This design comes from an exercise in tuning for small area, a short achievable clock period and few clock cycles per item on the open sky130 flow, not from production work. Function was checked by simulation only, so behaviour that the tests miss may differ from the original. Power figures rest on the tool's default switching activity, not on a simulated workload.

== lane 1 ==
Design operand_stage_top, start of the top module:
module operand_stage_top #(
  parameter int collector_size = 2,
  parameter int warp_count     = 4,
  localparam int warp_w        = (warp_count > 1) ? $clog2(warp_count) : 1,
  localparam int idx_w         = (collector_size > 1) ? $clog2(collector_size) : 1,
  localparam int bank_num      = 4,
  localparam int src_slots     = 3
) (
  input  wire logic                           clk,
  input  wire logic                           rst_n,
  input  wire logic                           issue_valid,
  input  wire logic [warp_w-1:0]              issue_warp,
  input  wire logic [src_slots-1:0][4:0]      issue_src,
  input  wire logic [src_slots-1:0]           issue_src_used,
  input  wire logic [7:0]                     issue_tag,
  output logic                                issue_ready,
  input  wire logic                           wb_valid,
  input  wire logic [warp_w-1:0]              wb_warp,
  input  wire logic [4:0]                     wb_reg,
  input  wire logic [31:0]                    wb_data,
  output logic                                dispatch_valid,
  output logic [7:0]                          dispatch_tag,
  output logic [src_slots-1:0][31:0]          dispatch_operands
);
  localparam int words = warp_count * 32;
  logic [warp_count-1:0]            rd_warp;
  logic [src_slots-1:0][31:0]       rd_sel;
  logic [src_slots-1:0][31:0]       rd_data;
  logic [words-1:0]                 wr_en;
  logic [31:0]                      wr_data;
  operand_collector #(
    .warp_count (warp_count)
  ) collector0 (
    .clk               (clk),
    .rst_n             (rst_n),
    .issue_valid       (issue_valid),
    .issue_warp        (issue_warp),
    .issue_src         (issue_src),
    .issue_src_used    (issue_src_used),
    .issue_tag         (issue_tag),
    .issue_ready       (issue_ready),
    .dispatch_valid    (dispatch_valid),
    .dispatch_tag      (dispatch_tag),
    .dispatch_operands (dispatch_operands),
    .rd_warp           (rd_warp),
    .rd_sel            (rd_sel),
    .rd_data           (rd_data)
  );
  ...
For scale: roughly 4500 flip-flops, about 170000 um^2 of cells after synthesis.
Settings: LEC_CHECK=0, CAP_MARGIN=20, CELL_PAD_IN_SITES_DETAIL_PLACEMENT=1, CELL_PAD_IN_SITES_GLOBAL_PLACEMENT=1, CORE_MARGIN=2, CORE_UTILIZATION=45, CTS_CLUSTER_DIAMETER=120, CTS_CLUSTER_SIZE=22, SETUP_SLACK_MARGIN=4.4, SLEW_MARGIN=20, TNS_END_PERCENT=100; clock period 8.0 ns.
standard.sh (not shown) runs the stock make flow with config.mk's settings and CLKGATE_MAP_FILE= SYNTH_SCRIPT=/design/flow/synth_recipe.tcl, a recipe that flattens the netlist after the stock synthesis.
==> flow/flow/run.sh <==
#!/bin/bash
# The standard layout, with a global routing layer adjustment that keeps
# more of met1 free for pin access. make's output goes to make.log.
set -euo pipefail
export FASTROUTE_TCL="$PWD/flow/fastroute.tcl"
bash standard.sh > make.log 2>&1
==> flow/flow/fastroute.tcl <==
# Less global routing on met1 and met2, where pin access needs room
set_global_routing_layer_adjustment met1 0.7
set_global_routing_layer_adjustment met2 0.35
set_global_routing_layer_adjustment met3-$::env(MAX_ROUTING_LAYER) 0.2

set_routing_layers -clock $::env(MIN_CLK_ROUTING_LAYER)-$::env(MAX_ROUTING_LAYER)
set_routing_layers -signal $::env(MIN_ROUTING_LAYER)-$::env(MAX_ROUTING_LAYER)
Testbench counts of lane 1, summed over its fixed seeds: cycles 2,738, items 2,048.
Setup changes, lane 1 to lane 2
- CAP_MARGIN changed from 20 to 40
- SLEW_MARGIN changed from 20 to 60
- CORE_UTILIZATION changed from 45 to 38
- CELL_PAD_IN_SITES_GLOBAL_PLACEMENT changed from 1 to 2
Results
Diff lane 1 -> lane 2: clock insertion delay at the later pin of the skew report increased by 60 ps relative to the old numbers; first-iteration DRC count decreased by about 10% relative to the old numbers; register-to-register slack increased by 530 ps relative to the old numbers; number of global-route vias before repair decreased by 478 relative to the old numbers.
Comparing lane 1 and lane 2, the lower least setup slack across all paths after layout is on lane 1.
Lane 1 → lane 2: cell count now larger, net count of the finished layout now larger, part of the total power dissipated in the clock network now smaller, met3 routing resource usage after global routing now smaller, signed area change from the synthesized netlist to the final layout now larger.
### lane 2 -> lane 3
- changing CAP_MARGIN from 40 to 20
- removing CTS_CLUSTER_SIZE (formerly 22)
- changing SETUP_SLACK_MARGIN from 4.4 to 4.5
- changing SLEW_MARGIN from 60 to 20
- removing CTS_CLUSTER_DIAMETER (formerly 120)
- changing CORE_UTILIZATION from 38 to 35
### Flow results
Per the comparison of lane 3 with lane 2, layout-stage area growth over the synthesis result increased 4.7 points, number of clock buffers inserted by TritonCTS increased 291, clock-cell share of area increased 5.1 points, summed area of non-filler cells in the final layout increased about 4%, maximum clock frequency decreased 4.7 MHz.
The following lists how lane 4 was set up differently from lane 3:
- a change of SLEW_MARGIN from 20 to 75
- a change of CELL_PAD_IN_SITES_GLOBAL_PLACEMENT from 2 to 1
- a change of SETUP_SLACK_MARGIN from 4.5 to 4.4
- a change of CORE_UTILIZATION from 35 to 45
- an added CTS_CLUSTER_SIZE of 22
- a change of CAP_MARGIN from 20 to 50
- an added CTS_CLUSTER_DIAMETER of 120
Results
Lane 3 ended up with more cell instances than lane 4 did.
Diff lane 3..lane 4 | maximum number of buffers from clock root to sink | unchanged
Delta (lane 4 minus lane 3): fraction of area in registers down 1.4 points, logic depth of the worst path, buffers included down 9, portion of total power attributed to combinational logic up 2.9 points.
Lane 4 vs lane 3 on routability congestion estimate: lane 4 is the higher one.
In the reports for lane 4 and lane 3, the smaller fraction of met2 tracks used by global routing belongs to lane 3.
Of lane 4 and lane 3, lane 4 shows the lower clock share of power, with lane 3 above it.
Against lane 3, lane 4 reports a global-route usage that is higher.
Lane 3 -> lane 4: final area increased by a few percent

what the ideal ports hide:
How much do the figures lean on ideal ports? The routed layouts below were timed once more, with nothing changed but the port constraints.
Step 1 (the two cells are an assumption about what drives the block):
set clk [get_ports {clk}]
set_driving_cell -lib_cell sky130_fd_sc_hd__clkbuf_16 $clk
set_driving_cell -lib_cell sky130_fd_sc_hd__buf_2 [delete_from_list [all_inputs] $clk]
Step 2 also shifts input and output timing later by t, the mid clock arrival at the registers, as if the neighbouring blocks saw the same clock.
Slacks: ideal ports / drivers / drivers and shift; pairs: ideal ports / drivers.
| run | t (ns) | setup slack, ns | worst setup path at the end | pins driven straight from the clock port |
|---|---|---|---|---|
| lane 1 | 1.135 | 3.870 / 3.870 / 3.870 | register to register | 1 |
| lane 2 | 1.157 | 4.348 / 4.249 / 4.164 | input to register | 1 |
| lane 3 | 1.232 | 4.284 / 4.284 / 4.284 | register to register | 1 |
| lane 4 | 1.131 | 4.390 / 4.267 / 4.402 | register to register | 1 |
After both steps every run listed still meets setup and hold. For lane 2, which loses most, drivers alone change the setup slack by -0.099 ns; drivers and shift together by -0.184 ns.
